This is an optimization exercise on Yosys and OpenROAD, whose aim is small area and few clock cycles, not a production implementation.
Only simulation tests tie the RTL to the original design; equivalence was not proved.
Power and IR drop assume default switching activity.

File: flow/flow/run.sh
#!/bin/bash
# layout flow: the standard flow, with the smallest buffer on the ports and a
# clock tree of fewer, smaller buffers without dummy loads
export BUFFER_PORTS_ARGS="-buffer_cell sky130_fd_sc_hd__buf_1"
export CTS_ARGS="-sink_clustering_enable -repair_clock_nets -dont_use_dummy_load -buf_list sky130_fd_sc_hd__clkbuf_8 -sink_clustering_size 16 -sink_clustering_max_diameter 50"
bash standard.sh > standard.log 2>&1
File: flow/standard.sh
#!/bin/bash
# synth_recipe.tcl (not shown) runs the flow's synth.tcl, then flattens the netlist and writes it again
# the make line also repeats each setting of config.mk as NAME=value (left out here)
make -C /OpenROAD-flow-scripts/flow DESIGN_CONFIG=/design/flow/config.mk WORK_HOME=/design/flow/orfs CLKGATE_MAP_FILE= SYNTH_SCRIPT=/design/flow/synth_recipe.tcl "${@:-finish}"
File: flow/config.mk
export PLATFORM = sky130hd
export DESIGN_NAME = uvc_frame_reader
export DESIGN_NICKNAME = uvc_frame_reader
export VERILOG_FILES = /design/flow/design.v
export SDC_FILE = /design/flow/constraint.sdc
export NUM_CORES = 4
export LEC_CHECK = 0
export CAP_MARGIN = 20
export CORE_MARGIN = 2
export CORE_UTILIZATION = 40
export GPL_TIMING_DRIVEN = 0
export SLEW_MARGIN = 20
export SYNTH_HIERARCHICAL = 1
export SYNTH_MINIMUM_KEEP_SIZE = 0
File: flow/constraint.sdc
create_clock -name core_clock -period 5.0 [get_ports {axi_clk}]
set_input_delay 1.0000 -clock core_clock [delete_from_list [all_inputs] [get_ports {axi_clk}]]
set_output_delay 1.0000 -clock core_clock [all_outputs]
set_load 0.01 [all_outputs]
File: flow/design.v
`timescale 1ns/1ps
package axi_read_pkg;
    typedef logic [31:0] axi_addr_t;     
    typedef logic [63:0] axi_data_t;     
    typedef logic [7:0]  axi_len_t;      
    typedef enum logic [2:0] {
        SIZE_1B, SIZE_2B, SIZE_4B, SIZE_8B,
        SIZE_16B, SIZE_32B, SIZE_64B, SIZE_128B
    } axi_size_e;
    typedef enum logic [1:0] {FIXED = 2'd0, INCR = 2'd1, WRAP = 2'd2} axi_burst_e;
    typedef enum logic [2:0] {
        IDLE, LINE_ADDR, LINE_BURST, WAIT_ROOM, FRAME_REQ, FRAME_UPDATE, RESYNC
    } fetch_state_e;
endpackage
`timescale 1ns/1ps
package video_stream_pkg;
    typedef logic [7:0] vid_byte_t;
    typedef struct packed {
        logic        sof;    
        logic [63:0] data;
    } tagged_beat_t;
    typedef logic [$clog2(16 + 1) - 1:0] fifo_level_t;
endpackage
`timescale 1ns/1ps
module byte_pick3 (
    input  logic [2:0]  sel_i,
    input  logic [23:0] bytes_i,
    output logic [7:0]  byte_n_o
);
    assign byte_n_o = ~(({8{sel_i[0]}} & bytes_i[7:0]) |
                        ({8{sel_i[1]}} & bytes_i[15:8]) |
                        ({8{sel_i[2]}} & bytes_i[23:16]));
endmodule
module byte_serializer #(
    parameter int N = 32                 
) (
    input  logic [N-1:0]   sel_i,        
    input  logic [N*8-1:0] bytes_i,
    output logic [7:0]     byte_o
);
    localparam int G = (N + 2) / 3;      
    logic [3*G-1:0]   sel;
    logic [3*G*8-1:0] bytes;
    logic [7:0]       group_n [0:G-1];
    assign sel   = (3*G)'(sel_i);
    assign bytes = (3*G*8)'(bytes_i);
    for (genvar g = 0; g < G; g++)
    begin : g_group
        byte_pick3 u_pick3 (
            .sel_i    (sel[3*g +: 3]),
            .bytes_i  (bytes[24*g +: 24]),
            .byte_n_o (group_n[g])
        );
    end
    always_comb
    begin
        byte_o = '0;
        for (int g = 0; g < G; g++)
            byte_o = byte_o | ~group_n[g];
    end
endmodule
`timescale 1ns/1ps
module uvc_frame_reader (
    input  logic                        axi_clk,
    input  logic                        rst_n,
    input  axi_read_pkg::axi_addr_t     frame_buffer_addr_i,
    output logic                        next_frame_buffer_request_o,
    output axi_read_pkg::axi_addr_t     araddr_o,
    output axi_read_pkg::axi_len_t      arlen_o,
    output axi_read_pkg::axi_size_e     arsize_o,
    output axi_read_pkg::axi_burst_e    arburst_o,
    output logic                        arvalid_o,
    input  logic                        arready_i,
    input  axi_read_pkg::axi_data_t     rdata_i,
    input  logic                        rvalid_i,
    output logic                        rready_o,
    input  logic                        vf_sof_i,
    input  logic                        uvc_ready_i,
    output logic                        vf_valid_o,
    output video_stream_pkg::vid_byte_t vf_byte_o
);
    localparam int BEATS = (16 / 4);    
    logic [63:0] slot_q [0:BEATS-1];
    logic [2:0]  wcnt_q;      
    logic [2:0]  rcnt_q;      
    logic [2:0]  idx_q;       
    logic [1:0]  line_q;      
    logic take, last_byte, mismatch, accept, raise_now, bypass, frame_start;
    assign arlen_o   = axi_read_pkg::axi_len_t'(BEATS - 1);
    assign arsize_o  = axi_read_pkg::SIZE_8B;
    assign arburst_o = axi_read_pkg::INCR;
    assign rready_o  = 1'b1;
    assign araddr_o  = {frame_buffer_addr_i[31:11] +
                        (32 - 11)'(line_q),
                        frame_buffer_addr_i[11-1:0]};
    assign arvalid_o = raise_now;
    assign next_frame_buffer_request_o = (line_q == 2'd0) && (wcnt_q == 3'd0);
    assign bypass     = (rcnt_q == wcnt_q);
    assign vf_valid_o = !rcnt_q[2] && (!bypass || rvalid_i);
    logic [32:0] pick_sel;
    always_comb
    begin
        for (int i = 0; i < 32; i++)
            pick_sel[i] = !bypass && ({rcnt_q[1:0], idx_q} == 5'(i));
        pick_sel[32] = bypass;
    end
    byte_serializer #(.N(33)) u_pick (
        .sel_i   (pick_sel),
        .bytes_i ({rdata_i[7:0], slot_q[3], slot_q[2], slot_q[1], slot_q[0]}),
        .byte_o  (vf_byte_o)
    );
    assign frame_start = (line_q == 2'd1) && (rcnt_q[1:0] == 2'd0) && (idx_q == 3'd0);
    assign take      = vf_valid_o && uvc_ready_i;
    assign last_byte = (idx_q == 3'd7);
    assign mismatch  = take && vf_sof_i && !frame_start;
    assign accept    = arvalid_o && arready_i;
    assign raise_now = wcnt_q[2] &&
                       (rcnt_q[2] ||
                        (rcnt_q[1:0] == 2'd3 && last_byte && take && !vf_sof_i));
    always_ff @(posedge axi_clk or negedge rst_n)
    begin
        if (!rst_n)
        begin
            wcnt_q    <= 3'd4;
            rcnt_q    <= 3'd4;
            idx_q     <= '0;
            line_q    <= '0;
        end
        else
        begin
            if (accept)
                wcnt_q <= '0;
            else if (rvalid_i)
                wcnt_q <= wcnt_q + 1'b1;
            if (mismatch)
            begin
                rcnt_q <= 3'd4;
                idx_q  <= '0;
                line_q <= '0;
            end
            else
            begin
                if (accept)
                    rcnt_q <= '0;
                else if (take && last_byte)
                    rcnt_q <= rcnt_q + 1'b1;
                if (take)
                    idx_q <= idx_q + 1'b1;
                if (accept)
                    line_q <= line_q + 1'b1;
            end
        end
    end
    always_ff @(posedge axi_clk)
    begin
        if (rvalid_i)
            slot_q[wcnt_q[1:0]] <= rdata_i;
    end
endmodule
==> results of run 1 <==
## per-layer routing
| metal | vias up | GRT usage [%] | wire (um) |
|---|---|---|---|
| met3 | 58 | 4.11 | 3260 |
| met1 | 3175 | 26.7 | 10800 |
| met2 | 399 | 31.4 | 12900 |
| met5 | - | 0 | 13 |
| li1 | 2878 | - | - |
| met4 | 2 | 5.73 | 878 |
## cells by family (layout without fill, tap and decap cells)
| logic type | Yosys count | after routing |
|---|---|---|
| AO/OA/AOI/OAI | 105 | 105 |
| XOR/XNOR | 25 | 25 |
| adder cells (fa/ha/maj) | 16 | 16 |
| buffers and inverters | 67 | 229 |
| flip-flops | 267 | 267 |
| multiplexers | 1 | 1 |
| other | 2 | 14 |
| AND/OR/NAND/NOR | 136 | 136 |
## Yosys stat by module, one instance, submodules excluded, a selection
module / flops+latches / cell area [um^2]
byte_pick3: 0 / 90.1
uvc_frame_reader: 267 / 9370
## power by group
part / switching (mW) / internal, mW / total (mW) / leakage (nW)
Clock: 0.661 / 0.461 / 1.12 / 0.187
Sequential: 0.124 / 2.92 / 3.05 / 2.49
Combinational: 0.814 / 0.367 / 1.18 / 1.29
## cell type report
type	instances	area (um^2)	area share [%]
plain buffers	50	318	2.65
flip-flops and latches	267	7970	66.5
well taps	335	419	3.50
inverters	17	63.8	0.533
repair buffers	136	583	4.87
clock buffers	26	358	2.99
multi-input cells	297	2260	18.9
## flip-flops by register name, summed over array words and instances (netlist names)
name    count
slot_q    256
idx_q       3
rcnt_q      3
wcnt_q      3
line_q      2
## per-stage QoR
| stage | instances | hold WS (ps) | utilization [%] |
|---|---|---|---|
| floorplan | 631 | 495 | - |
| global placement | 1098 | 524 | 44.3 |
| detailed placement | 1102 | 540 | 44.7 |
| CTS | 1128 | 472 | 46.1 |
| global route | 1128 | 505 | 46.1 |
| finish | 1128 | 467 | 46.1 |
## critical path: stages, from the launching register on
cell and delay, ps:
dfstp_2 520, clkbuf_2 170, xor2_1 400, or3_4 300, nand2_4 100, nor2_1 920
a222oi_1 360, nand3_1 160, or3_1 140, buf_1 150
## cells in the mapped netlist (3+ instances only)
| cell type | number | area, um^2 |
|---|---|---|
| a21oi_1 | 3 | 15.0 |
| dfrtp_1 | 9 | 225 |
| clkbuf_2 | 23 | 115 |
| ha_1 | 15 | 188 |
| buf_4 | 25 | 188 |
| a222oi_1 | 88 | 881 |
| xnor2_1 | 16 | 140 |
| nor3_1 | 6 | 30.0 |
| nand3_1 | 20 | 100 |
| inv_1 | 17 | 63.8 |
| or3_1 | 10 | 62.6 |
| nor2_1 | 40 | 150 |
| nand2_1 | 17 | 63.8 |
| o21ai_0 | 4 | 20.0 |
| xor2_1 | 8 | 70.1 |
| and2_1 | 5 | 31.3 |
| nand2_4 | 4 | 45.0 |
| nand4_1 | 19 | 119 |
| edfxtp_1 | 256 | 7690 |
## worst min path at each step
stage                     slack, ps  cells past startpoint        end
after global placement          520                      2   idx_q[1]
after CTS                       470                      1  wcnt_q[0]
after global routing            500                      1  wcnt_q[1]
final                           470                      1  wcnt_q[0]
after floorplan                 500                      1   idx_q[0]
after detailed placement        540                      2   idx_q[1]
==> flow_summary_export.csv, run 1 <==
group,metric,value,unit
layout,fillCellCount,2281,
layout,final_common_cell,"edfxtp_1",
setup_path,ff2ff_setup_slack,3120,ps
drt,wl_per_cell,24.6,um
setup_path,critPathArrivalTime,3760,ps
logic_synthesis,yosys.area_share.simple,6.97,%
logic_synthesis,syn_area_per_cell,17.0,um^2
drt,drt_wl_total,27800,um
floorplan,ios,159,
floorplan,die-area,27700,um^2
logic_synthesis,synth_edf_count,256,
pwr,p_leak,3.96,nW
drt,drt_iter0_drc,1006,
place,io_buffers,132,
drt,drc,0,
layout,antennaDiodeCount,0,
setup_path,worstRegToRegCells,4,
pwr,max-vdd-ir-drop,0.000267,V
place,dp_hpwl,17600,um
layout,area_growth,13.4,%
status,status,"complete, no violations",
setup_path,endpoint,"vf_byte_o[0]",
clock_network,htreeDepth,1,
logic_synthesis,ys_seq_area_share,75.5,%
clock_network,clkSlewWorstSetupHoldPaths,80,ps
setup_path,r2r-start,"wcnt_q[1]",
clock_network,clockRootBuffer,"clkbuf_8",
timing,slew_violations,0,
layout,final_nets,913,
timing,finalCritPeriodShare,95.2,%
logic_synthesis,ys_types,48,
place,dpl_cell_area,11600,um^2
setup_path,required,4000,ps
drt,firstDrtPassIters,6,
timing,final.setup.worst_slack,238,ps
clock_network,ctsHoldBuffers,0,
grt,grt_max_degree,42,
clock_network,numClockSinks,267,
grt,grt_overflow_total,0,
timing,worst_pin_slew,1210,ps
logic_synthesis,synthXorXnorAreaFrac,2.15,%
logic_synthesis,async_reset_ff_share,4.12,%
logic_synthesis,synth_cells,619,
setup_path,critPathLaunchType,"flip-flop",
floorplan,die_h,166,um
timing,finalSetupViolCount,0,
min_path,min_path_type,"in2async",
pwr,cellPowerDensity,447,nW/um^2
layout,fin_area,12000,um^2
clock_network,insertion_delay,590,ps
floorplan,coreArea,26000,um^2
setup_path,r2r-end,"slot_q[0][59]",
drt,vias_per_cell,5.77,
layout,final_layout_size_suffix_gt1_share,12.6,%
grt,grt_pass1_vias,6158,
clock_network,cts_tree,"done",
clock_network,post_cts_buffers,0,
grt,grt_usage,19.4,%
setup_path,worstPathMaxFanout,8,
grt,grt_pass1_wl,39700,um
logic_synthesis,synth_flop_cell,"edfxtp_1",
floorplan,rows,59,
setup_path,startpoint,"wcnt_q[2]",
logic_synthesis,synth_compound_area_share,9.65,%
job,max_cap_viol_count,0,
grt,antenna_found_initial,1,
place,place_congestion,0.780,
drt,vias,6512,
logic_synthesis,ys_ff_latch,267,
clock_network,clk_path_buf_depth,3,
logic_synthesis,netlist_area,10600,um^2
clock_network,cts_resized,0,
timing,hold_viol_final,0,
clock_network,cts_buffers,26,
logic_synthesis,synth_fa_ha_area_share,1.97,%
timing,slew_headroom,18.8,%
timing,finClkSkew,57.5,ps
floorplan,start_util,40.6,%
drt,final_antenna_net_count,0,
layout,final_cell_mix,"edfxtp_1 (256), buf_1 (132), a222oi_1 (88), nor2_1 (39), clkbuf_8 (26)",
pwr,total_power,5.35,mW
timing,rsz0062_at_grt,"no",
logic_synthesis,synthMuxAreaShare,0.0949,%
place,dp_slack,819,ps
floorplan,chipWidth,166,um
timing,tns,0,ps
timing,period_minus_slack,4760,ps
setup_path,end_kind,"primary output",
timing,fmaxAchievable,0.210,GHz
logic_synthesis,synth_top_family_by_area,"compound AO/OA/AOI/OAI gates",
setup_path,crit_type,"reg2out",
logic_synthesis,ys_warn_count,9,
Testbench counts, summed over its fixed seeds: cycles 19,354.
==> run 2: changes to the inputs <==
==> flow/flow/run.sh (replaced) <==
#!/bin/bash
# layout flow: the standard flow, with the smallest buffer on the ports, a
# clock tree of fewer, smaller buffers without dummy loads, placement that
# does not keep its timing-driven buffering, and one tie cell per constant
export BUFFER_PORTS_ARGS="-buffer_cell sky130_fd_sc_hd__buf_1"
export CTS_ARGS="-sink_clustering_enable -repair_clock_nets -dont_use_dummy_load -buf_list sky130_fd_sc_hd__clkbuf_8 -sink_clustering_size 16 -sink_clustering_max_diameter 50"
export GPL_KEEP_OVERFLOW=0
export SKIP_REPAIR_TIE_FANOUT=1
bash standard.sh > standard.log 2>&1
--- a/flow/config.mk
+++ b/flow/config.mk
@@ -8,7 +8,6 @@
 export CAP_MARGIN = 20
 export CORE_MARGIN = 2
 export CORE_UTILIZATION = 40
-export GPL_TIMING_DRIVEN = 0
 export SLEW_MARGIN = 20
 export SYNTH_HIERARCHICAL = 1
 export SYNTH_MINIMUM_KEEP_SIZE = 0
==> run 2 against run 1 <==
Compared with the run above: global-route usage increased by 0.43 points; highest routed layer is now met4; critical path type unchanged; worst setup slack improved by 58 ps; wire length increased by 1.3%; cell count decreased by 6.3%; first-iteration DRC count increased by 13%; cell area decreased by 3.1%; sequential power about the same; die area unchanged; still clean on timing, DRC and antenna; clock skew decreased by 2.3 ps; synthesized area unchanged; largest cell class unchanged.
==> flow_summary_export.csv, run 2 <==
group,metric,value,unit
floorplan,ios,159,
logic_synthesis,synth_fa_ha_area_share,1.97,%
logic_synthesis,netlist_area,10600,um^2
drt,drt_wl_total,28100,um
logic_synthesis,ys_types,48,
place,dp_hpwl,18100,um
clock_network,htreeDepth,1,
layout,area_growth,9.95,%
pwr,power_frac_seq,58.0,%
logic_synthesis,synth_most_common_cell,"edfxtp_1",
grt,grt_pass1_wl,41200,um
clock_network,clkSlewWorstSetupHoldPaths,60,ps
grt,grt_pass1_vias,6565,
logic_synthesis,ys_top_cells_by_area,"edfxtp_1 (73%), a222oi_1 (8.3%), dfrtp_1 (2.1%)",
pwr,internal-power,3.71,mW
clock_network,clockRootBuffer,"clkbuf_8",
place,io_buffers,122,
floorplan,die-area,27700,um^2
logic_synthesis,ys_ff_latch,267,
clock_network,post_cts_buffers,0,
logic_synthesis,synth_flop_cell,"edfxtp_1",
grt,antenna_found_initial,0,
grt,grt_max_degree,52,
logic_synthesis,yosys-top-cells-count,"edfxtp_1 (256), a222oi_1 (88), nor2_1 (40)",
layout,antennaDiodeCount,0,
grt,grt_usage,19.9,%
pwr,p_comb_share,21.4,%
setup_path,ff2ff_setup_slack,3150,ps
layout,final_common_cell,"edfxtp_1",
timing,tns,0,ps
logic_synthesis,synthMuxAreaShare,0.0949,%
timing,rsz0062_at_grt,"no",
pwr,p_leak,3.68,nW
job,max_cap_viol_count,0,
min_path,min_path_type,"in2async",
pwr,switching_power,1.58,mW
floorplan,die_h,166,um
logic_synthesis,netlist.top_cell.by_area,"edfxtp_1",
grt,grt_overflow_total,0,
timing,worst_pin_slew,1270,ps
drt,wl_per_cell,26.6,um
layout,fin_area,11600,um^2
setup_path,critPathArrivalTime,3700,ps
clock_network,cts_resized,0,
timing,final.setup.worst_slack,297,ps
place,dpl_cell_area,11200,um^2
logic_synthesis,ys_seq_area_share,75.5,%
drt,vias_per_cell,6.06,
logic_synthesis,synth_compound_area_share,9.65,%
timing,worst_hold_slack,486,ps
timing,finalSetupViolCount,0,
floorplan,chipWidth,166,um
layout,largest_reg_flops,256,
floorplan,start_util,40.6,%
layout,utilization,44.7,%
timing,hold_viol_final,0,
clock_network,cts_buffers,25,
drt,firstDrtPassIters,8,
clock_network,numClockSinks,267,
logic_synthesis,yosysTopAreaCellShare,72.8,%
layout,final_cell_mix,"edfxtp_1 (256), buf_1 (122), a222oi_1 (88), nor2_1 (28), clkbuf_8 (25)",
pwr,clock_power_share,20.6,%
setup_path,required,4000,ps
clock_network,clk_path_buf_depth,3,
timing,fmaxAchievable,0.213,GHz
drt,vias,6403,
layout,final_nets,842,
floorplan,coreArea,26000,um^2
pwr,p_sw_share,29.8,%
layout,final_cells,1057,
logic_synthesis,synth_cells,619,
layout,final_layout_size_suffix_gt1_share,8.73,%
clock_network,cts_tree,"done",
timing,finalCritPeriodShare,94.1,%
logic_synthesis,async_reset_ff_share,4.12,%
setup_path,end_kind,"primary output",
logic_synthesis,synth_edf_count,256,
logic_synthesis,synth_top_family_by_area,"compound AO/OA/AOI/OAI gates",
logic_synthesis,yosys.area_share.simple,6.97,%
pwr,cellPowerDensity,456,nW/um^2
timing,slew_headroom,15.0,%
setup_path,critPathLaunchType,"flip-flop",
floorplan,rows,59,
drt,drt_iter0_drc,1141,
pwr,total_power,5.29,mW
clock_network,ctsHoldBuffers,0,
place,place_congestion,0.858,
timing,finClkSkew,55.2,ps
place,dp_slack,899,ps
logic_synthesis,ys_warn_count,9,
clock_network,insertion_delay,570,ps
setup_path,crit_type,"reg2out",
logic_synthesis,syn_area_per_cell,17.0,um^2
timing,slew_violations,0,
setup_path,worstPathMaxFanout,8,
drt,drc,0,
logic_synthesis,synthXorXnorAreaFrac,2.15,%
drt,final_antenna_net_count,0,
pwr,max-vdd-ir-drop,0.000260,V
status,status,"complete, no violations",
place,dpl.cell_count,1030,
timing,period_minus_slack,4700,ps
-- run 2: logic make-up (layout without fill, tap and decap cells) --
kind of cell / Yosys count / count (layout)
compound gates: 105 / 105
xor+xnor: 25 / 25
fa+ha+maj: 16 / 16
buf+inv: 67 / 170
flops: 267 / 267
mux: 1 / 1
other cells: 2 / 2
simple gates: 136 / 136
-- run 2: worst max-delay path, cell delays in order, from the launching register on --
cell	delay (ps)
dfstp_2	590
xor2_1	420
or3_4	300
nand2_4	110
nor2_1	970
a222oi_1	300
nand4_1	190
or3_1	130
buf_1	160
-- run 2: per-module statistics from Yosys, one instance, submodules excluded, a selection --
module | times used | cells | area, um^2 | flip-flops and latches
uvc_frame_reader | 1 | 477 | 9370 | 267
byte_pick3 | 11 | 10 | 90.1 | 0
-- run 2: power by group through the flow --
stage	clock network, mW	logic (mW)	registers, mW
6_report	1.09	1.13	3.07
5_1_grt	1.20	1.23	3.10
4_1_cts	1.12	1.14	3.07
3_5_place_dp	0	1.13	3.11
3_3_place_gp	0	1.04	3.14
2_1_floorplan	0	0.710	3.08
-- run 2: path summary, 6_finish.rpt --
check | cells past startpoint | startpoint | end
max in group asynchronous | 1 | rst_n | line_q[1]
hold reg to reg | 2 | line_q[1] | line_q[1]
setup reg to reg | 4 | wcnt_q[1] | slot_q[0][63]
min in group core_clock | 2 | line_q[1] | line_q[1]
setup / recovery | 8 | wcnt_q[2] | vf_byte_o[7]
hold / removal | 1 | rst_n | wcnt_q[0]
-- run 2: final cells by class --
type | instances | area, um^2
Fill cell | 2287 | 14400
Tap cell | 335 | 419
Timing Repair Buffer | 128 | 564
Sequential cell | 267 | 7970
Inverter | 17 | 63.8
Multi-Input combinational cell | 285 | 2250
Clock buffer | 25 | 344
-- run 2: per-layer routing --
metal	part of all wire [%]	global-route usage (%)	wire length, um
met1	38	26.4	10700
met2	47	32.3	13100
met3	12	4.78	3390
met4	3.3	6.75	935
met5	0	0	0
==> run 3: changes to the inputs <==
==> flow/flow/run.sh (replaced) <==
#!/bin/bash
# layout flow: the standard flow, with the smallest buffer on the ports, a
# clock tree of fewer, smaller buffers without dummy loads, placement that
# does not keep its timing-driven buffering, and one tie cell per constant
export BUFFER_PORTS_ARGS="-buffer_cell sky130_fd_sc_hd__buf_1"
export CTS_ARGS="-sink_clustering_enable -repair_clock_nets -dont_use_dummy_load -buf_list {sky130_fd_sc_hd__clkbuf_8 sky130_fd_sc_hd__clkbuf_16} -sink_clustering_size 24 -sink_clustering_max_diameter 60"
export GPL_KEEP_OVERFLOW=0
export SKIP_REPAIR_TIE_FANOUT=1
bash standard.sh > standard.log 2>&1
==> run 3 against run 2 <==
Compared with the run above: wire length up 1.1%; critical path type unchanged; core utilization rose by 0.60 points; via count grew 0.39%; first-iteration DRC count increased by 3.9%; largest cell class unchanged; cell count fell by 0.47%; still clean on timing, DRC and antenna; clock skew shrank 14 ps; sequential cell count unchanged.
==> flow_summary_export.csv, run 3 <==
group,metric,value,unit
setup_path,worstRegToRegCells,4,
setup_path,worstPathMaxFanout,8,
job,max_cap_viol_count,0,
logic_synthesis,yosysTopAreaCellShare,72.8,%
logic_synthesis,ys_ff_latch,267,
layout,antennaDiodeCount,0,
drt,wl_per_cell,27.0,um
logic_synthesis,synthXorXnorAreaFrac,2.15,%
clock_network,post_cts_buffers,0,
setup_path,startpoint,"wcnt_q[2]",
floorplan,start_util,40.6,%
status,status,"complete, no violations",
pwr,p_leak,3.75,nW
clock_network,cts_tree,"done",
logic_synthesis,yosys-top-cells-count,"edfxtp_1 (256), a222oi_1 (88), nor2_1 (40)",
place,dp_hpwl,18100,um
grt,grt_usage,19.9,%
logic_synthesis,synthMuxAreaShare,0.0949,%
logic_synthesis,synth_cells,619,
logic_synthesis,async_reset_ff_share,4.12,%
layout,final_common_cell,"edfxtp_1",
drt,vias,6428,
timing,tns,0,ps
setup_path,path_cells,"xor2_1, or3_4, nand2_4, nor2_1, a222oi_1, nand4_1, or3_1, buf_1",
min_path,min_path_type,"in2async",
grt,grt_max_degree,52,
logic_synthesis,synth_top_family_by_area,"compound AO/OA/AOI/OAI gates",
clock_network,clockRootBuffer,"clkbuf_16",
logic_synthesis,synth_compound_area_share,9.65,%
timing,final.setup.worst_slack,296,ps
logic_synthesis,synth_flop_cell,"edfxtp_1",
timing,rsz0062_at_grt,"no",
floorplan,rows,59,
clock_network,clkSlewWorstSetupHoldPaths,50,ps
drt,firstDrtPassIters,8,
pwr,max-vdd-ir-drop,0.000304,V
logic_synthesis,ys_types,48,
grt,grt_pass1_vias,6514,
layout,area_growth,11.4,%
layout,final_nets,837,
grt,antenna_found_initial,0,
logic_synthesis,synth_most_common_cell,"edfxtp_1",
timing,slew_violations,0,
timing,finClkSkew,41.4,ps
timing,fmaxAchievable,0.213,GHz
layout,final_layout_size_suffix_gt1_share,8.09,%
logic_synthesis,synth_edf_count,256,
clock_network,cts_buffers,20,
drt,drc,0,
setup_path,crit_type,"reg2out",
drt,drt_wl_total,28400,um
timing,worst_pin_slew,1320,ps
logic_synthesis,ys_top_cells_by_area,"edfxtp_1 (73%), a222oi_1 (8.3%), dfrtp_1 (2.1%)",
pwr,cellPowerDensity,476,nW/um^2
drt,drt_iter0_drc,1185,
place,dp_slack,899,ps
timing,hold_viol_final,0,
setup_path,critPathArrivalTime,3700,ps
setup_path,end_kind,"primary output",
place,place_congestion,0.858,
timing,finalSetupViolCount,0,
logic_synthesis,ys_warn_count,9,
floorplan,ios,159,
place,io_buffers,122,
clock_network,insertion_delay,520,ps
drt,final_antenna_net_count,0,
layout,fin_area,11800,um^2
place,dpl_cell_area,11200,um^2
grt,grt_pass1_wl,41100,um
pwr,total_power,5.60,mW
logic_synthesis,ys_seq_area_share,75.5,%
floorplan,die_h,166,um
clock_network,htreeDepth,1,
logic_synthesis,yosys.area_share.simple,6.97,%
clock_network,cts_resized,0,
drt,vias_per_cell,6.11,
floorplan,die-area,27700,um^2
logic_synthesis,netlist.top_cell.by_area,"edfxtp_1",
layout,largest_reg_flops,256,
logic_synthesis,netlist_area,10600,um^2
clock_network,clk_path_buf_depth,3,
clock_network,ctsHoldBuffers,0,
floorplan,coreArea,26000,um^2
timing,period_minus_slack,4700,ps
logic_synthesis,syn_area_per_cell,17.0,um^2
layout,final_cell_mix,"edfxtp_1 (256), buf_1 (122), a222oi_1 (88), nor2_1 (28)",
setup_path,required,4000,ps
grt,grt_overflow_total,0,
logic_synthesis,synth_fa_ha_area_share,1.97,%
clock_network,numClockSinks,267,
setup_path,critPathLaunchType,"flip-flop",
timing,slew_headroom,11.9,%
timing,finalCritPeriodShare,94.1,%
floorplan,chipWidth,166,um
setup_path,r2r-start,"wcnt_q[1]",
setup_path,slowest_stage,"nor2_1",
setup_path,max_stage_delay,1010,ps
[run 3: cell counts after synthesis]
No cell type changed its count.
[run 3: path summary, 6_finish.rpt]
| check | to | slack, ps |
|---|---|---|
| max | vf_byte_o[5] | 300 |
| min in group core_clock | line_q[1] | 550 |
| max reg2reg | slot_q[0][37] | 3160 |
| max in group asynchronous | line_q[1] | 4040 |
| min reg2reg | line_q[1] | 550 |
| min | wcnt_q[0] | 530 |
[run 3: cell type report]
| class | instances | area [um^2] |
|---|---|---|
| fill | 2267 | 14200 |
| sequential | 267 | 7970 |
| multi-input combinational | 285 | 2250 |
| timing repair buffer | 128 | 564 |
| clock buffer | 20 | 500 |
| tap | 335 | 419 |
| inverter | 17 | 63.8 |
[run 3: Yosys stat by module (local to each module, per instance), a selection]
module	cell area [um^2]	flip-flops and latches	copies in the design
uvc_frame_reader	9370	267	1
byte_pick3	90.1	0	11
[run 3: kinds of logic (layout without fill, tap and decap cells)]
family | count (synthesis) | after routing
simple gates | 136 | 136
xor+xnor | 25 | 25
fa+ha+maj | 16 | 16
flops | 267 | 267
other cells | 2 | 2
compound gates | 105 | 105
mux | 1 | 1
buf+inv | 67 | 165
[run 3: where the power goes]
group	switching (mW)	total, mW	leakage (nW)	internal, mW
registers	0.143	3.07	2.49	2.93
clock network	0.688	1.40	0.246	0.707
logic	0.792	1.13	1.01	0.342
[run 3: metal layers]
metal / up-vias / track usage [%] / wire (um)
li1: 2738 / - / -
met1: 3216 / 26.5 / 11000
met2: 411 / 32.2 / 13400
met3: 63 / 4.47 / 3120
met4: 0 / 6.97 / 967
met5: - / 0 / 0
[run 3: worst max-delay path: cells and delay by family (launching register included)]
kind	cells	cell delay, ps
xor gates and xnor gates	1	410
and+or+nand+nor	5	1770
buffers and inverters	1	160
AOI/OAI and AO/OA	1	300
DFF	1	590
[run 3: stage by stage]
step / hold WS, ps / util, % / cells
finish: 528 / 45.3 / 1052
detailed placement: 544 / 43.2 / 1030
CTS: 545 / 45.2 / 1050
global route: 582 / 45.3 / 1052
global placement: 521 / 42.8 / 1026
floorplan: 495 / - / 619
==> run 4: changes to the inputs <==
==> flow/flow/run.sh (replaced) <==
#!/bin/bash
# layout flow: the standard flow, with the smallest buffer on the ports, a
# clock tree of fewer, smaller buffers without dummy loads, placement that
# does not keep its timing-driven buffering, and one tie cell per constant
export BUFFER_PORTS_ARGS="-buffer_cell sky130_fd_sc_hd__buf_1"
export CTS_ARGS="-sink_clustering_enable -repair_clock_nets -dont_use_dummy_load -buf_list sky130_fd_sc_hd__clkbuf_8 -sink_clustering_size 20 -sink_clustering_max_diameter 60"
export GPL_KEEP_OVERFLOW=0
export SKIP_REPAIR_TIE_FANOUT=1
bash standard.sh > standard.log 2>&1
--- a/flow/config.mk
+++ b/flow/config.mk
@@ -5,9 +5,9 @@
 export SDC_FILE = /design/flow/constraint.sdc
 export NUM_CORES = 4
 export LEC_CHECK = 0
-export CAP_MARGIN = 20
+export CAP_MARGIN = 0
 export CORE_MARGIN = 2
 export CORE_UTILIZATION = 40
-export SLEW_MARGIN = 20
+export SLEW_MARGIN = 0
 export SYNTH_HIERARCHICAL = 1
 export SYNTH_MINIMUM_KEEP_SIZE = 0
==> run 4 against run 3 <==
Compared with the run above: global-route usage down 0.15 points; clock power down 25%; fmax down 0.61%; die area unchanged; highest routed layer unchanged; critical endpoint is now vf_byte_o[6]; power down 6.4%; via count about the same.
==> flow_summary_export.csv, run 4 <==
group,metric,value,unit
logic_synthesis,yosys-top-cells-count,"edfxtp_1 (256), a222oi_1 (88), nor2_1 (40)",
timing,fmaxAchievable,0.211,GHz
logic_synthesis,synth_compound_area_share,9.65,%
setup_path,path_cells,"xor2_1, or3_4, nand2_4, nor2_1, a222oi_1, nand4_1, or3_1, buf_1",
floorplan,die-area,27700,um^2
pwr,p_leak,3.64,nW
layout,area_growth,8.98,%
layout,utilization,44.3,%
pwr,cellPowerDensity,455,nW/um^2
layout,final_layout_size_suffix_gt1_share,6.28,%
setup_path,critPathArrivalTime,3730,ps
clock_network,cts_tree,"done",
setup_path,startpoint,"wcnt_q[2]",
timing,hold_viol_final,0,
layout,fillCellCount,2303,
timing,rsz0062_at_grt,"no",
min_path,min_path_type,"in2async",
timing,finalCritPeriodShare,94.7,%
timing,worst_pin_slew,1390,ps
drt,vias,6423,
logic_synthesis,syn_area_per_cell,17.0,um^2
logic_synthesis,synth_edf_count,256,
layout,final_cell_mix,"edfxtp_1 (256), buf_1 (122), a222oi_1 (88), nor2_1 (40), clkbuf_8 (22)",
logic_synthesis,ys_ff_latch,267,
setup_path,path_buf_inv,1,
setup_path,crit_family,"simple AND/OR/NAND/NOR gates",
layout,largest_reg_flops,256,
pwr,max-vdd-ir-drop,0.000247,V
logic_synthesis,synthXorXnorAreaFrac,2.15,%
clock_network,post_cts_buffers,0,
clock_network,clkSlewWorstSetupHoldPaths,70,ps
logic_synthesis,async_reset_ff_share,4.12,%
grt,grtUsageMet1,26.4,%
clock_network,cts_resized,0,
job,max_cap_viol_count,0,
timing,slew_headroom,7.18,%
timing,tns,0,ps
timing,finClkSkew,80.5,ps
timing,finalSetupViolCount,0,
setup_path,r2r-end,"slot_q[3][12]",
clock_network,numClockSinks,267,
clock_network,insertion_delay,580,ps
layout,antennaDiodeCount,0,
clock_network,cts_buffers,22,
logic_synthesis,netlist_area,10600,um^2
clock_network,clk_path_buf_depth,3,
floorplan,chipWidth,166,um
logic_synthesis,synthMuxAreaShare,0.0949,%
clock_network,clockRootBuffer,"clkbuf_8",
logic_synthesis,yosys.area_share.simple,6.97,%
setup_path,required,4000,ps
setup_path,crit_type,"reg2out",
logic_synthesis,synth_fa_ha_area_share,1.97,%
grt,grt_usage,19.7,%
timing,period_minus_slack,4730,ps
drt,drc,0,
drt,drt_iter0_drc,1075,
setup_path,r2r-start,"wcnt_q[1]",
grt,grt_max_degree,66,
timing,final.setup.worst_slack,266,ps
setup_path,ff2ff_setup_slack,3160,ps
logic_synthesis,synth_cells,619,
logic_synthesis,synth_top_family_by_area,"compound AO/OA/AOI/OAI gates",
floorplan,ios,159,
place,place_congestion,0.858,
logic_synthesis,ys_warn_count,9,
layout,final_nets,836,
setup_path,end_kind,"primary output",
logic_synthesis,ys_seq_area_share,75.5,%
setup_path,slowest_stage,"nor2_1",
logic_synthesis,yosysTopAreaCellShare,72.8,%
logic_synthesis,synth_flop_cell,"edfxtp_1",
setup_path,worstRegToRegCells,2,
timing,slew_violations,0,
logic_synthesis,ys_top_cells_by_area,"edfxtp_1 (73%), a222oi_1 (8.3%), dfrtp_1 (2.1%)",
grt,grt_pass1_vias,6453,
grt,grt_use_met3,4.04,%
timing,worst_hold_slack,509,ps
grt,met2_usage,32.7,%
logic_synthesis,synth_most_common_cell,"edfxtp_1",
drt,final_antenna_net_count,0,
drt,vias_per_cell,6.11,
logic_synthesis,ys_types,48,
drt,wl_per_cell,27.0,um
floorplan,rows,59,
floorplan,die_h,166,um
floorplan,coreArea,26000,um^2
clock_network,htreeDepth,1,
place,dp_slack,896,ps
logic_synthesis,netlist.top_cell.by_area,"edfxtp_1",
setup_path,worstPathMaxFanout,8,
grt,antenna_found_initial,0,
drt,drt_wl_total,28400,um
setup_path,critPathLaunchType,"flip-flop",
place,dp_hpwl,17800,um
setup_path,max_stage_delay,1040,ps
drt,firstDrtPassIters,11,
place,io_buffers,122,
grt,grt_overflow_total,0,
status,status,"complete, no violations",
grt,grt_pass1_wl,40800,um
grt,grt-busiest-layer,"met2",
layout,final_common_cell,"edfxtp_1",
clock_network,ctsHoldBuffers,0,
floorplan,start_util,40.6,%
run 4: cell count changes in the layout (fill, tap and decap cells not counted):
cell       delta
buf_12        -2
buf_16        +1
buf_4         -1
buf_6         -1
clkbuf_16    -20
clkbuf_8     +22
nor2_1       +12
nor2_2       -12
run 4: how the worst max path moves through the flow:
stage | depth (start not counted) | to
floorplan | 7 | araddr_o[29]
global route | 8 | vf_byte_o[6]
finish | 8 | vf_byte_o[6]
global placement | 2 | slot_q[1][6]
detailed placement | 8 | vf_byte_o[5]
CTS | 8 | vf_byte_o[5]
run 4: logic make-up (layout without fill, tap and decap cells):
kind of cell | after synthesis | count (layout)
buf+inv | 67 | 164
simple gates | 136 | 136
xor+xnor | 25 | 25
fa+ha+maj | 16 | 16
flops | 267 | 267
other cells | 2 | 2
compound gates | 105 | 105
mux | 1 | 1
run 4: area by class of cell:
class,instances,area [um^2],share of cell area (%)
Clock buffer,22,303,2.63
Inverter,17,63.8,0.555
Multi-Input combinational cell,285,2220,19.3
Sequential cell,267,7970,69.3
Tap cell,335,419,3.64
Timing Repair Buffer,125,533,4.63
run 4: Yosys stat by module, one instance, submodules excluded, a selection:
module	cells	copies in the design	flops+latches
byte_pick3	10	11	0
uvc_frame_reader	477	1	267
run 4: metal layers:
| metal | part of all wire (%) | vias up |
|---|---|---|
| met3 | 11 | 67 |
| met1 | 40 | 3187 |
| met2 | 47 | 440 |
| met4 | 3.0 | 0 |
| li1 | - | 2729 |
| met5 | 0 | - |
run 4: per-stage QoR:
step	instances	total power, mW	area (um^2)
global placement	1026	4.18	11100
floorplan	619	3.79	10600
CTS	1051	5.27	11500
detailed placement	1029	4.24	11200
finish	1051	5.24	11500
global route	1051	5.46	11500
run 4: power breakdown:
part | internal, mW | switching, mW | total (mW)
combinational | 0.337 | 0.782 | 1.12
clock | 0.394 | 0.658 | 1.05
sequential | 2.92 | 0.142 | 3.07
==> run 5: changes to the inputs <==
--- a/flow/config.mk
+++ b/flow/config.mk
@@ -5,9 +5,9 @@
 export SDC_FILE = /design/flow/constraint.sdc
 export NUM_CORES = 4
 export LEC_CHECK = 0
-export CAP_MARGIN = 0
+export CAP_MARGIN = 20
 export CORE_MARGIN = 2
 export CORE_UTILIZATION = 40
-export SLEW_MARGIN = 0
+export SLEW_MARGIN = 20
 export SYNTH_HIERARCHICAL = 1
 export SYNTH_MINIMUM_KEEP_SIZE = 0
==> run 5 against run 4 <==
Compared with the run above: still clean on timing, DRC and antenna; die area unchanged; synthesized area unchanged; cell count up 0.19%; global-route usage grew 0.13 points; sequential share of layout area fell by 0.30 points; sequential cell count is the same; non-clock buffer count increased by 3; synthesized cell count did not move; critical path type unchanged; largest power group unchanged; highest routed layer unchanged.
==> flow_summary_export.csv, run 5 <==
group,metric,value,unit
grt,grt_pass1_vias,6505,
logic_synthesis,ys_top_cells_by_area,"edfxtp_1 (73%), a222oi_1 (8.3%), dfrtp_1 (2.1%)",
drt,drt_iter0_drc,1113,
clock_network,numClockSinks,267,
setup_path,critPathArrivalTime,3640,ps
logic_synthesis,ys_warn_count,9,
clock_network,htreeDepth,1,
setup_path,crit_type,"reg2out",
logic_synthesis,ys_types,48,
layout,final_common_cell,"edfxtp_1",
logic_synthesis,synth_edf_count,256,
timing,slew_headroom,14.4,%
layout,final_layout_size_suffix_gt1_share,8.36,%
setup_path,worstPathMaxFanout,8,
logic_synthesis,synth_cells,619,
place,io_buffers,122,
grt,grt_max_degree,52,
floorplan,coreArea,26000,um^2
timing,finalCritPeriodShare,92.8,%
grt,antenna_found_initial,0,
logic_synthesis,async_reset_ff_share,4.12,%
grt,grt_pass1_wl,41100,um
timing,slew_violations,0,
layout,fillCellCount,2286,
layout,final_cell_mix,"edfxtp_1 (256), buf_1 (122), a222oi_1 (88), nor2_1 (27), clkbuf_8 (21)",
layout,area_growth,9.45,%
drt,drt_wl_total,28300,um
floorplan,rows,59,
timing,finClkSkew,56.9,ps
layout,multiInputGateArea,2250,um^2
setup_path,slowest_stage,"nor2_1",
setup_path,max_stage_delay,940,ps
drt,wl_per_cell,26.8,um
pwr,max-vdd-ir-drop,0.000258,V
setup_path,required,4000,ps
timing,tns,0,ps
drt,final_antenna_net_count,0,
logic_synthesis,netlist_area,10600,um^2
logic_synthesis,syn_area_per_cell,17.0,um^2
floorplan,die_h,166,um
status,status,"complete, no violations",
logic_synthesis,ys_ff_latch,267,
logic_synthesis,synth_flop_cell,"edfxtp_1",
clock_network,insertion_delay,550,ps
logic_synthesis,yosys-top-cells-count,"edfxtp_1 (256), a222oi_1 (88), nor2_1 (40)",
layout,largest_reg_flops,256,
setup_path,crit_family,"simple AND/OR/NAND/NOR gates",
clock_network,cts_tree,"done",
clock_network,cts_buffers,21,
clock_network,clk_path_buf_depth,3,
pwr,total_power,5.22,mW
drt,routed.top_layer,"met4",
pwr,p_leak,3.65,nW
clock_network,ctsHoldBuffers,0,
logic_synthesis,netlist.top_cell.by_area,"edfxtp_1",
grt,grt_usage,19.8,%
layout,antennaDiodeCount,0,
layout,seq_area,7970,um^2
pwr,cellPowerDensity,452,nW/um^2
floorplan,ios,159,
logic_synthesis,synth_most_common_cell,"edfxtp_1",
clock_network,clkSlewWorstSetupHoldPaths,60,ps
drt,routedLengthMet1,10800,um
logic_synthesis,ys_seq_area_share,75.5,%
floorplan,chipWidth,166,um
floorplan,die-area,27700,um^2
timing,worst_pin_slew,1280,ps
timing,hold_viol_final,0,
timing,finalSetupViolCount,0,
clock_network,clockRootBuffer,"clkbuf_8",
floorplan,start_util,40.6,%
grt,grt_overflow_total,0,
place,dpl_cell_area,11200,um^2
setup_path,critPathLaunchType,"flip-flop",
layout,fin_area,11500,um^2
drt,firstDrtPassIters,6,
clock_network,post_cts_buffers,0,
setup_path,path_cells,"xor2_1, or3_4, nand2_4, nor2_1, a222oi_1, nand4_1, or3_1, buf_1",
drt,wl_met3,3220,um
drt,met2WireLength,13300,um
layout,final_nets,838,
logic_synthesis,yosysTopAreaCellShare,72.8,%
clock_network,cts_resized,0,
min_path,min_path_type,"in2async",
drt,drc,0,
timing,period_minus_slack,4640,ps
place,dp_hpwl,18100,um
job,max_cap_viol_count,0,
drt,vias_per_cell,6.14,
timing,rsz0062_at_grt,"no",
timing,worst_hold_slack,506,ps
timing,fmaxAchievable,0.216,GHz
setup_path,path_buf_inv,1,
place,place_congestion,0.858,
setup_path,end_kind,"primary output",
drt,vias,6464,
layout,utilization,44.4,%
## run 5: cell type report
cell class / count / area share [%]
multi-input cells: 285 / 19.5
well taps: 335 / 3.63
flip-flops and latches: 267 / 69.0
repair buffers: 128 / 4.89
clock buffers: 21 / 2.50
inverters: 17 / 0.552
## run 5: final timing paths
path	startpoint	to	slack [ps]	cells past startpoint
hold reg to reg	line_q[1]	line_q[1]	550	2
min in group core_clock	line_q[1]	line_q[1]	550	2
setup reg to reg	wcnt_q[1]	slot_q[0][37]	3160	4
setup / recovery	wcnt_q[2]	vf_byte_o[7]	360	8
hold / removal	rst_n	wcnt_q[0]	510	1
max in group asynchronous	rst_n	line_q[1]	4060	1
## run 5: power by group
| part | internal [mW] | switching [mW] | leakage (nW) | total, mW |
|---|---|---|---|---|
| Combinational | 0.342 | 0.794 | 1.01 | 1.14 |
| Clock | 0.378 | 0.639 | 0.151 | 1.02 |
| Sequential | 2.92 | 0.143 | 2.49 | 3.07 |
| Total | 3.64 | 1.58 | 3.65 | 5.22 |
## run 5: metal layers
metal  up-vias  GRT usage, %
li1       2736             -
met1      3207          26.6
met2       446          32.1
met3        75          4.66
met4         0          6.67
met5         -             0
## run 5: cells by family after synthesis
logic type / share of synthesized area (%)
AO/OA/AOI/OAI: 9.65
adder cells (fa/ha/maj): 1.97
XOR/XNOR: 2.15
flip-flops: 75.5
buffers and inverters: 3.62
multiplexers: 0.0949
AND/OR/NAND/NOR: 6.97
other: 0.0712
## run 5: per-module statistics from Yosys, one instance, submodules excluded, excerpt
module            cells  times used
uvc_frame_reader    477           1
byte_pick3           10          11
## run 5: worst reg2reg max path: cells and delay by family (launching register included)
kind,cells,cell delay [ps]
fa+ha+maj,1,180
simple gates,1,450
buf+inv,2,430
flops,1,450
## run 5: metrics by stage
| step | setup WS [ps] | std cells |
|---|---|---|
| after floorplan | 1510 | 619 |
| after global placement | 706 | 1026 |
| after detailed placement | 899 | 1030 |
| after CTS | 340 | 1051 |
| after global routing | 307 | 1053 |
| final | 361 | 1053 |
==> run 6: changes to the inputs <==
--- a/flow/config.mk
+++ b/flow/config.mk
@@ -7,7 +7,7 @@
 export LEC_CHECK = 0
 export CAP_MARGIN = 20
 export CORE_MARGIN = 2
-export CORE_UTILIZATION = 40
+export CORE_UTILIZATION = 60
 export SLEW_MARGIN = 20
 export SYNTH_HIERARCHICAL = 1
 export SYNTH_MINIMUM_KEEP_SIZE = 0
==> run 6 against run 5 <==
Compared with the run above: global-route usage grew 9.8 points; largest power group unchanged; power shrank 1.4%; hold slack lost 62 ps; largest cell class unchanged; core utilization increased by 22 points; critical path type unchanged; cell count fell by 11%; cell area is 1.4% lower; sequential share of layout area increased by 0.98 points; still clean; critical path depth stayed put; synthesized cell count is the same.
==> flow_summary_export.csv, run 6 <==
group,metric,value,unit
clock_network,clockRootBuffer,"clkbuf_8",
logic_synthesis,ys_types,48,
grt,grt_pass1_wl,39000,um
drt,firstDrtPassIters,8,
logic_synthesis,netlist_area,10600,um^2
job,max_cap_viol_count,0,
min_path,min_path_type,"in2async",
floorplan,die-area,18700,um^2
logic_synthesis,ys_seq_area_share,75.5,%
timing,finalSetupViolCount,0,
clock_network,post_cts_buffers,0,
floorplan,chipWidth,137,um
clock_network,insertion_delay,530,ps
clock_network,clkSlewWorstSetupHoldPaths,120,ps
layout,final_cell_mix,"edfxtp_1 (256), buf_1 (122), a222oi_1 (88), nor2_1 (28), nand3_1 (20)",
clock_network,htreeDepth,1,
clock_network,ctsHoldBuffers,0,
logic_synthesis,netlist.top_cell.by_area,"edfxtp_1",
grt,grt_max_degree,49,
layout,final_common_cell,"edfxtp_1",
setup_path,required,4000,ps
layout,area_growth,7.91,%
timing,period_minus_slack,4680,ps
logic_synthesis,synth_cells,619,
logic_synthesis,yosys-top-cells-count,"edfxtp_1 (256), a222oi_1 (88), nor2_1 (40)",
grt,grt_usage,29.7,%
place,place_congestion,0.891,
logic_synthesis,ys_top_cells_by_area,"edfxtp_1 (73%), a222oi_1 (8.3%), dfrtp_1 (2.1%)",
drt,drc,0,
timing,slew_headroom,21.2,%
logic_synthesis,ys_warn_count,9,
place,io_buffers,122,
clock_network,cts_buffers,18,
layout,antennaDiodeCount,0,
logic_synthesis,synth_most_common_cell,"edfxtp_1",
floorplan,rows,48,
setup_path,end_kind,"primary output",
logic_synthesis,ys_ff_latch,267,
clock_network,cts_resized,0,
layout,final_nets,835,
timing,rsz0062_at_grt,"no",
setup_path,r2r-end,"line_q[0]",
logic_synthesis,yosysTopAreaCellShare,72.8,%
setup_path,r2r-start,"idx_q[0]",
timing,worst_pin_slew,1180,ps
pwr,cellPowerDensity,452,nW/um^2
place,dp_hpwl,17300,um
place,dp_slack,983,ps
drt,drt_iter0_drc,989,
floorplan,die_h,137,um
timing,finClkSkew,35.2,ps
logic_synthesis,synth_edf_count,256,
layout,largest_reg_flops,256,
timing,tns,0,ps
timing,fmaxAchievable,0.214,GHz
setup_path,critPathArrivalTime,3680,ps
setup_path,worstRegToRegCells,6,
drt,vias_per_cell,6.76,
timing,final.setup.worst_slack,317,ps
timing,finalCritPeriodShare,93.7,%
clock_network,clk_path_buf_depth,3,
floorplan,coreArea,17200,um^2
pwr,p_leak,3.64,nW
clock_network,numClockSinks,267,
logic_synthesis,synth_flop_cell,"edfxtp_1",
grt,grt_pass1_vias,6263,
layout,final_layout_size_suffix_gt1_share,7.83,%
drt,vias,6350,
setup_path,ff2ff_setup_slack,3150,ps
logic_synthesis,syn_area_per_cell,17.0,um^2
status,status,"complete, no violations",
setup_path,worstPathMaxFanout,8,
drt,drt_wl_total,27200,um
setup_path,crit_type,"reg2out",
setup_path,critPathLaunchType,"flip-flop",
logic_synthesis,async_reset_ff_share,4.12,%
grt,antenna_found_initial,0,
pwr,max-vdd-ir-drop,0.000324,V
drt,wl_per_cell,28.9,um
timing,hold_viol_final,0,
drt,final_antenna_net_count,0,
timing,slew_violations,0,
floorplan,ios,159,
floorplan,start_util,61.2,%
clock_network,cts_tree,"done",
grt,grt_overflow_total,0,
==> run 6: cell counts after synthesis <==
No cell type changed its count.
==> run 6: metrics by stage <==
step / util, % / power (mW) / area, um^2 / hold slack, ps / cells
final: 66.1 / 5.14 / 11400 / 444 / 940
after global routing: 66.1 / 5.37 / 11400 / 508 / 940
after CTS: 65.9 / 5.15 / 11400 / 466 / 939
after detailed placement: 64.5 / 4.24 / 11100 / 541 / 921
after global placement: 63.7 / 4.17 / 11000 / 519 / 916
after floorplan: - / 3.79 / 10600 / 495 / 619
==> run 6: logic make-up after synthesis <==
| family | share of synthesized area [%] |
|---|---|
| flip-flops | 75.5 |
| AND/OR/NAND/NOR | 6.97 |
| other | 0.0712 |
| XOR/XNOR | 2.15 |
| multiplexers | 0.0949 |
| adder cells (fa/ha/maj) | 1.97 |
| AO/OA/AOI/OAI | 9.65 |
| buffers and inverters | 3.62 |
==> run 6: critical path: stages, from the launching register on <==
cell and delay (ps):
dfstp_2 610, xor2_1 430, or3_4 300, nand2_4 110
nor2_1 910, a222oi_1 320, nand4_1 190, or3_1 140
buf_1 150
==> run 6: where the power goes <==
part | internal [mW] | leakage, nW | switching (mW)
registers | 2.92 | 2.49 | 0.148
clock network | 0.327 | 0.129 | 0.614
logic | 0.352 | 1.02 | 0.782
==> run 6: area by class of cell <==
type                            count  area, um^2
Multi-Input combinational cell    285        2250
Tap cell                          225         282
Clock buffer                       18         248
Inverter                           17        63.8
Sequential cell                   267        7970
Fill cell                        1186        5850
Timing Repair Buffer              128         583
==> run 6: worst max-delay path by stage <==
stage                                  startpoint       endpoint  slack, ps  cells past startpoint
final                                   wcnt_q[2]   vf_byte_o[7]        320                      8
after global routing                    rcnt_q[2]   vf_byte_o[2]        270                      8
after CTS                               wcnt_q[2]   vf_byte_o[0]        440                      8
after detailed placement                wcnt_q[2]   vf_byte_o[0]        980                      8
after global placement                   rvalid_i  slot_q[3][43]        650                      2
after floorplan           frame_buffer_addr_i[11]   araddr_o[29]       1510                      7
==> run 6: per-module statistics from Yosys (local to each module, per instance), excerpt <==
module | cells | times used
uvc_frame_reader | 477 | 1
byte_pick3 | 10 | 11
==> run 6: metal layers <==
layer	vias up	share of wire, %	global-route usage, %
met2	429	48	47.1
met1	3128	37	40.5
li1	2729	-	-
met4	0	3.9	12.8
met3	64	11	5.85
met5	-	0	0
==> run 7: changes to the inputs <==
--- a/flow/design.v
+++ b/flow/design.v
@@ -101,7 +101,7 @@
     always_comb
     begin
         for (int i = 0; i < 32; i++)
-            pick_sel[i] = !bypass && ({rcnt_q[1:0], idx_q} == 5'(i));
+            pick_sel[i] = !bypass && ({rcnt_q[1:0] - wcnt_q[1:0], idx_q} == 5'(i));
         pick_sel[32] = bypass;
     end
     byte_serializer #(.N(33)) u_pick (
@@ -154,6 +154,10 @@
     always_ff @(posedge axi_clk)
     begin
         if (rvalid_i)
-            slot_q[wcnt_q[1:0]] <= rdata_i;
+        begin
+            for (int k = 0; k < BEATS - 1; k++)
+                slot_q[k] <= slot_q[k + 1];
+            slot_q[BEATS-1] <= rdata_i;
+        end
     end
 endmodule
--- a/flow/config.mk
+++ b/flow/config.mk
@@ -5,9 +5,9 @@
 export SDC_FILE = /design/flow/constraint.sdc
 export NUM_CORES = 4
 export LEC_CHECK = 0
-export CAP_MARGIN = 20
+export CAP_MARGIN = 0
 export CORE_MARGIN = 2
-export CORE_UTILIZATION = 60
-export SLEW_MARGIN = 20
+export CORE_UTILIZATION = 40
+export SLEW_MARGIN = 0
 export SYNTH_HIERARCHICAL = 1
 export SYNTH_MINIMUM_KEEP_SIZE = 0
==> run 7 against run 6 <==
Compared with the run above: still clean; sequential cell count unchanged; combinational power grew 19%; clock power rose by 3.5%; wire length down 10%; register-to-register slack lost 340 ps; non-clock buffer count rose by 2; critical path type unchanged.
==> flow_summary_export.csv, run 7 <==
group,metric,value,unit
drt,drt_iter0_drc,857,
clock_network,cts_tree,"done",
layout,largest_reg_flops,256,
clock_network,insertion_delay,530,ps
drt,drc,0,
setup_path,path_cells,"inv_1, ha_1, a21oi_1, mux2i_1, nor2_1, a222oi_1, nand4_1, or3_1, buf_1",
pwr,total_power,5.11,mW
clock_network,clk_path_buf_depth,3,
timing,slew_violations,0,
timing,worst_pin_slew,1180,ps
floorplan,rows,59,
logic_synthesis,ys_top_cells_by_area,"edfxtp_1 (73%), a222oi_1 (8.4%), dfrtp_1 (2.1%)",
drt,vias,6085,
timing,fmaxAchievable,0.212,GHz
layout,final_common_cell,"edfxtp_1",
clock_network,ctsHoldBuffers,0,
logic_synthesis,synth_most_common_cell,"edfxtp_1",
layout,final_cells,1051,
logic_synthesis,synth_edf_count,256,
logic_synthesis,async_reset_ff_share,4.12,%
layout,seq_area,7970,um^2
grt,grt_overflow_total,0,
setup_path,critPathLaunchType,"flip-flop",
drt,vias_per_cell,5.79,
setup_path,max_stage_delay,500,ps
logic_synthesis,netlist.top_cell.by_area,"edfxtp_1",
setup_path,worstPathMaxFanout,10,
logic_synthesis,ys_types,43,
layout,final_layout_size_suffix_gt1_share,4.89,%
min_path,min_path_type,"reg2reg",
place,io_buffers,122,
grt,grt_usage,17.2,%
clock_network,post_cts_buffers,0,
job,max_cap_viol_count,0,
drt,drt_wl_total,24500,um
layout,final_cell_mix,"edfxtp_1 (256), buf_1 (121), a222oi_1 (88), nor2_1 (30), nand2_1 (24)",
layout,antennaDiodeCount,0,
timing,period_minus_slack,4710,ps
logic_synthesis,yosys-top-cells-count,"edfxtp_1 (256), a222oi_1 (88), nor2_1 (30)",
floorplan,die-area,27600,um^2
grt,grt_pass1_wl,36900,um
layout,utilization,44.2,%
timing,slew_headroom,20.8,%
clock_network,htreeDepth,1,
floorplan,chipWidth,166,um
floorplan,die_h,166,um
logic_synthesis,syn_area_per_cell,17.0,um^2
clock_network,clockRootBuffer,"clkbuf_8",
logic_synthesis,ys_warn_count,10,
pwr,cellPowerDensity,445,nW/um^2
timing,rsz0062_at_grt,"no",
logic_synthesis,ys_ff_latch,267,
clock_network,cts_resized,0,
setup_path,critPathArrivalTime,3710,ps
pwr,max-vdd-ir-drop,0.000298,V
timing,worst_hold_slack,434,ps
setup_path,crit_type,"reg2out",
timing,finalCritPeriodShare,94.2,%
logic_synthesis,netlist_area,10500,um^2
logic_synthesis,ys_seq_area_share,75.7,%
pwr,p_leak,3.79,nW
clock_network,cts_buffers,19,
setup_path,slowest_stage,"mux2i_1",
setup_path,crit_family,"simple AND/OR/NAND/NOR gates",
grt,grt_pass1_vias,6298,
layout,fillCellCount,2305,
clock_network,numClockSinks,267,
timing,finClkSkew,31.9,ps
clock_network,clkSlewWorstSetupHoldPaths,120,ps
floorplan,start_util,40.5,%
floorplan,coreArea,26000,um^2
setup_path,required,4000,ps
layout,final_nets,835,
grt,grt_max_degree,49,
grt,antenna_found_initial,0,
timing,hold_viol_final,0,
layout,multiInputGateArea,2180,um^2
logic_synthesis,synth_cells,619,
drt,wl_per_cell,23.3,um
logic_synthesis,yosysTopAreaCellShare,73.0,%
floorplan,ios,159,
setup_path,end_kind,"primary output",
drt,firstDrtPassIters,6,
logic_synthesis,synth_flop_cell,"edfxtp_1",
place,dpl.cell_count,1031,
layout,area_growth,9.08,%
timing,finalSetupViolCount,0,
setup_path,path_buf_inv,2,
status,status,"complete, no violations",
place,dp_hpwl,16700,um
drt,final_antenna_net_count,0,
place,place_congestion,0.874,
[run 7: worst reg2reg max path, delay by kind of cell, from the launching register on]
kind	cells	cell delay (ps)
AO/OA/AOI/OAI	3	990
adder cells (fa/ha/maj)	1	480
flip-flops	1	380
buffers and inverters	2	230
[run 7: layer usage]
layer | GRT usage [%] | vias up | wire length [um]
met2 | 31.7 | 267 | 13100
li1 | - | 2720 | -
met1 | 19.9 | 3041 | 8770
met4 | 5.73 | 0 | 741
met3 | 3.86 | 57 | 1900
met5 | 0 | - | 0
[run 7: worst paths after layout]
| kind | startpoint | to | slack (ps) | depth (start not counted) |
|---|---|---|---|---|
| min in group asynchronous | rst_n | idx_q[1] | 480 | 1 |
| max in group asynchronous | rst_n | rcnt_q[1] | 4080 | 1 |
| max reg2reg | rcnt_q[0] | rcnt_q[1] | 2810 | 6 |
| min reg2reg | slot_q[1][55] | slot_q[0][55] | 430 | 0 |
| min | slot_q[1][55] | slot_q[0][55] | 430 | 0 |
| max | rcnt_q[0] | vf_byte_o[3] | 290 | 9 |
[run 7: per-stage QoR]
| stage | worst slack (ps) | setup TNS, ps | cell area, um^2 |
|---|---|---|---|
| floorplan | 1250 | 0 | 10500 |
| global placement | -6880 | -1549430 | 11100 |
| detailed placement | 686 | 0 | 11200 |
| CTS | 126 | 0 | 11500 |
| global route | 59.4 | 0 | 11500 |
| finish | 289 | 0 | 11500 |
[run 7: cells by family (layout without fill, tap and decap cells)]
group	Yosys count	count (layout)	synth area share (%)
buf+inv	68	165	3.60
simple gates	134	134	6.68
xor+xnor	25	25	2.26
compound gates	105	105	9.58
mux	3	3	0.285
other cells	2	2	0.0713
fa+ha+maj	15	15	1.85
flops	267	267	75.7
[run 7: final cells by class]
class	count	share of cell area [%]
timing repair buffer	130	5.18
inverter	16	0.523
tap	335	3.65
sequential	267	69.4
clock buffer	19	2.28
multi-input combinational	284	19.0
[run 7: power by group]
part	switching (mW)	internal [mW]	total, mW
sequential	0.137	2.66	2.80
clock	0.630	0.344	0.974
combinational	0.860	0.481	1.34
total	1.63	3.48	5.11
[run 7: modules after synthesis (local to each module, per instance), excerpt]
module            cells  cell area, um^2
byte_pick3           10             90.1
uvc_frame_reader    477             9350
Testbench counts of run 7, summed over its fixed seeds: cycles 19,354.
==> run 8: changes to the inputs <==
--- a/flow/config.mk
+++ b/flow/config.mk
@@ -7,7 +7,7 @@
 export LEC_CHECK = 0
 export CAP_MARGIN = 0
 export CORE_MARGIN = 2
-export CORE_UTILIZATION = 40
+export CORE_UTILIZATION = 75
 export SLEW_MARGIN = 0
 export SYNTH_HIERARCHICAL = 1
 export SYNTH_MINIMUM_KEEP_SIZE = 0
==> run 8 against run 7 <==
Compared with the run above: fmax decreased by 3.0%; synthesized cell count did not move; hold slack better by 13 ps; first-iteration DRC count rose by 38%; still clean.
==> flow_summary_export.csv, run 8 <==
group,metric,value,unit
logic_synthesis,ys_seq_area_share,75.7,%
logic_synthesis,synth_flop_cell,"edfxtp_1",
grt,grt_overflow_total,0,
floorplan,die-area,15000,um^2
layout,final_common_cell,"edfxtp_1",
clock_network,post_cts_buffers,0,
timing,slew_headroom,13.1,%
clock_network,clk_path_buf_depth,3,
drt,drc,0,
logic_synthesis,yosys-top-cells-count,"edfxtp_1 (256), a222oi_1 (88), nor2_1 (30)",
setup_path,crit_type,"reg2out",
layout,area_growth,6.93,%
place,dp_hpwl,16500,um
setup_path,critPathLaunchType,"flip-flop",
logic_synthesis,synth_cells,619,
setup_path,ff2ff_setup_slack,2730,ps
layout,antennaDiodeCount,0,
setup_path,worstPathMaxFanout,10,
drt,vias,6518,
logic_synthesis,ys_types,43,
drt,wl_per_cell,27.8,um
timing,finalSetupViolCount,0,
drt,final_antenna_net_count,0,
logic_synthesis,yosysTopAreaCellShare,73.0,%
timing,hold_viol_final,0,
grt,antenna_found_initial,0,
drt,drt_iter0_drc,1185,
logic_synthesis,syn_area_per_cell,17.0,um^2
timing,period_minus_slack,4860,ps
setup_path,end_kind,"primary output",
floorplan,rows,43,
timing,finalCritPeriodShare,97.2,%
clock_network,htreeDepth,1,
setup_path,startpoint,"rcnt_q[0]",
timing,fmaxAchievable,0.206,GHz
logic_synthesis,synth_most_common_cell,"edfxtp_1",
timing,slew_violations,0,
place,place_congestion,0.906,
clock_network,cts_buffers,17,
job,max_cap_viol_count,0,
place,io_buffers,122,
clock_network,insertion_delay,510,ps
setup_path,endpoint,"vf_byte_o[0]",
grt,grt_usage,33.4,%
clock_network,clkSlewWorstSetupHoldPaths,120,ps
layout,final_cell_mix,"edfxtp_1 (256), buf_1 (121), a222oi_1 (88), nor2_1 (30), nand2_1 (24)",
drt,firstDrtPassIters,9,
floorplan,chipWidth,122,um
clock_network,clockRootBuffer,"clkbuf_8",
floorplan,start_util,76.4,%
grt,grt_pass1_wl,35600,um
timing,rsz0062_at_grt,"no",
pwr,total_power,5.06,mW
logic_synthesis,ys_warn_count,10,
setup_path,critPathArrivalTime,3860,ps
clock_network,cts_tree,"done",
setup_path,worstRegToRegCells,6,
drt,drt_wl_total,24800,um
setup_path,r2r-end,"rcnt_q[1]",
logic_synthesis,netlist_area,10500,um^2
clock_network,cts_resized,0,
logic_synthesis,ys_ff_latch,267,
drt,vias_per_cell,7.31,
logic_synthesis,ys_top_cells_by_area,"edfxtp_1 (73%), a222oi_1 (8.4%), dfrtp_1 (2.1%)",
setup_path,required,4000,ps
status,status,"complete, no violations",
layout,largest_reg_flops,256,
grt,grt_max_degree,47,
floorplan,ios,159,
logic_synthesis,async_reset_ff_share,4.12,%
clock_network,ctsHoldBuffers,0,
grt,grt_pass1_vias,6316,
floorplan,coreArea,13800,um^2
floorplan,die_h,122,um
min_path,min_path_type,"in2async",
layout,final_nets,831,
logic_synthesis,synth_edf_count,256,
pwr,p_leak,3.77,nW
logic_synthesis,netlist.top_cell.by_area,"edfxtp_1",
pwr,max-vdd-ir-drop,0.000321,V
pwr,cellPowerDensity,450,nW/um^2
clock_network,numClockSinks,267,
setup_path,r2r-start,"rcnt_q[0]",
timing,tns,0,ps
timing,finClkSkew,26.4,ps
layout,final_layout_size_suffix_gt1_share,4.63,%
timing,worst_pin_slew,1300,ps
run 8: cell types whose count changed in the layout (fill, tap and decap cells not counted):
cell	before	now
buf_4	2	0
clkbuf_8	19	17
nor3_1	4	2
nor3_2	0	2
run 8: worst min path at each step:
stage                  start             to  slack, ps  depth (start not counted)
3_3_place_gp   slot_q[3][63]  slot_q[2][63]        430                          0
3_5_place_dp    slot_q[1][3]   slot_q[0][3]        430                          0
6_report               rst_n       idx_q[2]        450                          1
5_1_grt        slot_q[3][49]  slot_q[2][49]        470                          0
4_1_cts         slot_q[1][4]   slot_q[0][4]        450                          0
2_1_floorplan  slot_q[1][14]  slot_q[0][14]        430                          0
run 8: layer usage:
layer / share of wire (%) / GRT usage (%)
met1: 32 / 41.6
met2: 49 / 54.6
met3: 13 / 9.39
met4: 5.1 / 16.3
met5: 0.20 / 0
run 8: worst max-delay path: stages, from the launching register on:
cell      delay (ps)
dfrtp_1          400
inv_1             90
ha_1             460
a21oi_1          130
mux2i_1          580
nor2_1           490
a222oi_1         510
nand4_1          150
or3_1            380
buf_1            150
run 8: layout make-up:
| type | instances | area (um^2) |
|---|---|---|
| fillers | 700 | 2520 |
| multi-input cells | 284 | 2190 |
| flip-flops and latches | 267 | 7970 |
| well taps | 180 | 225 |
| inverters | 16 | 60.1 |
| repair buffers | 128 | 579 |
| clock buffers | 17 | 234 |
run 8: report_power, final:
group,internal [mW],switching (mW)
logic,0.470,0.888
registers,2.66,0.140
clock network,0.309,0.597
run 8: logic make-up after synthesis:
logic type	share of synthesized area [%]
AO/OA/AOI/OAI	9.58
AND/OR/NAND/NOR	6.68
multiplexers	0.285
other	0.0713
flip-flops	75.7
XOR/XNOR	2.26
adder cells (fa/ha/maj)	1.85
buffers and inverters	3.60
run 8: through the flow:
stage / util [%] / setup slack [ps] / area [um^2] / std cells / hold slack (ps)
2_1_floorplan: - / 1250 / 10500 / 619 / 425
3_3_place_gp: 79.1 / -6630 / 10900 / 869 / 429
3_5_place_dp: 80.0 / 681 / 11000 / 875 / 435
4_1_cts: 81.7 / 110 / 11300 / 892 / 453
5_1_grt: 81.7 / 41.0 / 11300 / 892 / 466
6_report: 81.7 / 141 / 11300 / 892 / 447
run 8: per-module statistics from Yosys (local to each module, per instance), a selection:
module,flip-flops and latches,cells inside
byte_pick3,0,10
uvc_frame_reader,267,477

## re-timing with driven ports
The flow's constraints put no driver on any port. The routed layouts listed below were extracted and timed again, unchanged, in two steps.
Step 1 sets driving cells, clkbuf_16 on the clock port and buf_2 on the other inputs (assumed; they add their load-dependent delay and slew).
Step 2 moves the port delays by t, midway between the first and last clock arrival at a register: inputs arrive t later, outputs are due t later. That takes back most of the time a late clock gives input paths.
Slacks: ideal ports / drivers / drivers and shift; pairs: ideal ports / drivers.
run | t (ns) | setup slack, ns | hold WS [ns]
run 1 | 0.580 | 0.238 / 0.197 / 0.777 | 0.467 / 0.463 / 0.550
run 2 | 0.572 | 0.297 / 0.256 / 0.828 | 0.486 / 0.479 / 0.546
run 3 | 0.537 | 0.296 / 0.252 / 0.789 | 0.528 / 0.518 / 0.546
run 4 | 0.575 | 0.266 / 0.226 / 0.801 | 0.509 / 0.497 / 0.543
run 5 | 0.560 | 0.361 / 0.322 / 0.882 | 0.506 / 0.500 / 0.547
run 6 | 0.556 | 0.317 / 0.275 / 0.831 | 0.444 / 0.428 / 0.560
run 7 | 0.553 | 0.289 / 0.247 / 0.800 | 0.434 / 0.434 / 0.434
run 8 | 0.538 | 0.141 / 0.105 / 0.642 | 0.447 / 0.442 / 0.447
After both steps setup and hold are still met in every run listed.
